This design comes from an exercise in tuning for small area, a short achievable clock period and few clock cycles per item on the open sky130 flow, not from production work. Power figures rest on the tool's default switching activity, not on a simulated workload.

Setup of the reference run:
==> flow/design.v (excerpt) <==
module vpu_sp_top (
  input  logic        clk,
  input  logic        rst_n,
  input  logic        line_start,
  input  logic [7:0]  line_y,
  output logic        busy,
  output logic        line_done,
  output logic        param_req_en,
  output logic [3:0]  param_req_addr,
  input  logic [31:0] param_rdata,
  output logic        tile_req_en,
  output logic [15:0] tile_req_addr,
  input  logic [7:0]  tile_rdata,
  output logic        pal_req_en,
  output logic [9:0]  pal_req_addr,
  input  logic [31:0] pal_rdata,
  output logic        lb_rd_en,
  output logic [7:0]  lb_rd_addr,
  output logic        lb_wr_en,
  output logic [7:0]  lb_wr_addr,
  output logic [31:0] lb_wdata,
  input  logic [31:0] lb_rdata
);
  vpu_mem_pkg::param_req_t param_req;
  vpu_mem_pkg::tile_req_t  tile_req;
  vpu_mem_pkg::pal_req_t   pal_req;
  vpu_mem_pkg::lb_req_t    lb_req;
  vpu_sp u_sp (
    .clk         (clk),
    .rst_n       (rst_n),
    .line_start  (line_start),
    .line_y      (line_y),
    .busy        (busy),
    .line_done   (line_done),
    .param_req   (param_req),
    .param_rdata (param_rdata),
    .tile_req    (tile_req),
    .tile_rdata  (tile_rdata),
    .pal_req     (pal_req),
    .pal_rdata   (pal_rdata),
    .lb_req      (lb_req),
    .lb_rdata    (lb_rdata)
  );
  assign param_req_en   = param_req.en;
  assign param_req_addr = param_req.addr;
  assign tile_req_en    = tile_req.en;
  assign tile_req_addr  = tile_req.addr;
  assign pal_req_en     = pal_req.en;
  assign pal_req_addr   = pal_req.addr;
  ...
Size in the first run: ~1500 cells after synthesis, about 300 flip-flops, ~200 I/O pins, about 15000 um2 of cells after synthesis.
==> module vpu_sp_color_merge, before the edit <==
module vpu_sp_color_merge (
  input  logic [31:0] src,
  input  logic [31:0] dst,
  input  logic        a_zero,
  input  logic        a_full,
  output logic [7:0]  res_a,
  output logic [59:0] hi,
  output logic [2:0]  c6
);
  logic [8:0] a_c;
  logic [7:0] a_sum;
  always_comb begin
    a_c[0] = 1'b0;
    for (int i = 0; i < 8; i++) begin
      a_sum[i]  = (dst[24 + i] ^ src[24 + i]) ^ a_c[i];
      a_c[i + 1] = (dst[24 + i] & a_c[i]) | (src[24 + i] & (dst[24 + i] | a_c[i]));
    end
  end
  assign res_a = a_zero ? dst[31:24] : a_full ? 8'd255 : {a_c[8], a_sum[7:1]};
  vpu_sp_mix u_r (.x0(dst[23:16]), .x1(src[23:16]), .sel(src[31:24]), .keep(a_zero | a_full), .hi_a(hi[59:50]), .hi_b(hi[49:40]), .c6(c6[2]));
  vpu_sp_mix u_g (.x0(dst[15:8]),   .x1(src[15:8]),  .sel(src[31:24]),        .keep(a_zero | a_full), .hi_a(hi[39:30]), .hi_b(hi[29:20]), .c6(c6[1]));
  vpu_sp_mix u_b (.x0(dst[7:0]),    .x1(src[7:0]),   .sel(src[31:24]), .keep(a_zero | a_full), .hi_a(hi[19:10]), .hi_b(hi[9:0]), .c6(c6[0]));
endmodule
==> flow/config.mk <==
export PLATFORM = sky130hd
export DESIGN_NAME = vpu_sp_top
export DESIGN_NICKNAME = vpu_sp_top
export VERILOG_FILES = /design/flow/design.v
export SDC_FILE = /design/flow/constraint.sdc
export NUM_CORES = 4
export LEC_CHECK = 0
export ABC_AREA = 1
export CAP_MARGIN = 20
export CORE_MARGIN = 2
export CORE_UTILIZATION = 40
export CTS_BUF_LIST = sky130_fd_sc_hd__clkbuf_8
export CTS_CLUSTER_DIAMETER = 80
export CTS_CLUSTER_SIZE = 16
export SLEW_MARGIN = 75
==> flow/constraint.sdc <==
create_clock -name core_clock -period 11.0 [get_ports {clk}]
set_input_delay 2.2000 -clock core_clock [delete_from_list [all_inputs] [get_ports {clk}]]
set_output_delay 2.2000 -clock core_clock [all_outputs]
set_load 0.01 [all_outputs]
standard.sh (not shown) runs the stock make flow with config.mk's settings and CLKGATE_MAP_FILE= SYNTH_SCRIPT=/design/flow/synth_recipe.tcl, a recipe that flattens the netlist after the stock synthesis.
==> flow/flow/run.sh <==
#!/bin/bash
# The standard layout, except that each port gets the smallest buffer
# (buf_1) instead of the one buffer_ports picks by default.
set -euo pipefail
export BUFFER_PORTS_ARGS="-buffer_cell sky130_fd_sc_hd__buf_1"
bash standard.sh finish > standard_flow.log 2>&1
Setup changes, the reference run to the trial run
diff --git a/flow/design.v b/flow/design.v
--- a/flow/design.v
+++ b/flow/design.v
@@ -176,14 +176,7 @@
   output logic [2:0]  c6
 );
-  logic [8:0] a_c;
-  logic [7:0] a_sum;
-  always_comb begin
-    a_c[0] = 1'b0;
-    for (int i = 0; i < 8; i++) begin
-      a_sum[i]  = (dst[24 + i] ^ src[24 + i]) ^ a_c[i];
-      a_c[i + 1] = (dst[24 + i] & a_c[i]) | (src[24 + i] & (dst[24 + i] | a_c[i]));
-    end
-  end
-  assign res_a = a_zero ? dst[31:24] : a_full ? 8'd255 : {a_c[8], a_sum[7:1]};
+  logic [8:0] a_sum;
+  assign a_sum      = {1'b0, dst[31:24]} + {1'b0, src[31:24]};
+  assign res_a = a_zero ? dst[31:24] : a_full ? 8'd255 : a_sum[8:1];
   vpu_sp_mix u_r (.x0(dst[23:16]), .x1(src[23:16]), .sel(src[31:24]), .keep(a_zero | a_full), .hi_a(hi[59:50]), .hi_b(hi[49:40]), .c6(c6[2]));
   vpu_sp_mix u_g (.x0(dst[15:8]),   .x1(src[15:8]),  .sel(src[31:24]),        .keep(a_zero | a_full), .hi_a(hi[39:30]), .hi_b(hi[29:20]), .c6(c6[1]));
--- outcome ---
- Compared with the reference run, the detailed router inserted more vias in the trial run.
- On power, the lower figure sits with the trial run, not the reference run.
- Relative to the reference run, final worst slack increased by 0.60 ns in the trial run.
- Compared with the reference run, the trial run shows fmax that has gone up by more than 10%.
- Number of inverters outside the clock class in the layout: the trial run and the reference run compared, higher one is the trial run
Function was not checked in any run of this note: the RTL went through the layout flow alone.

[port drivers added, routing unchanged]
The flow's constraints put no driver on any port. The routed layouts listed below were extracted and timed again, unchanged, in two steps. Step 1, drivers: a clkbuf_16 drives clk and a buf_2 each remaining input, both assumed. Step 2, shift: input delay + t, output delay - t, t = (earliest + latest rising clock arrival at the registers) / 2. This alone moves slack from input paths to output paths. a / b / c = no drivers / after step 1 / after step 2; a / b = the first two.
| run | t (ns) | slack for setup (ns) | worst hold slack (ns) | latest minus earliest clock arrival (ns) | pins driven straight from the clock port |
|---|---|---|---|---|---|
| the reference run | 0.657 | 6.926 / 6.926 / 6.926 | 0.322 / 0.322 / 0.322 | 0.036 / 0.036 | 1 |
| the trial run | 0.640 | 7.529 / 7.486 / 6.944 | 0.327 / 0.327 / 0.327 | 0.023 / 0.024 | 1 |
After both steps setup and hold are still met in every run listed. For the trial run, which loses most, drivers alone change the setup slack by -0.043 ns; drivers and shift together by -0.585 ns.
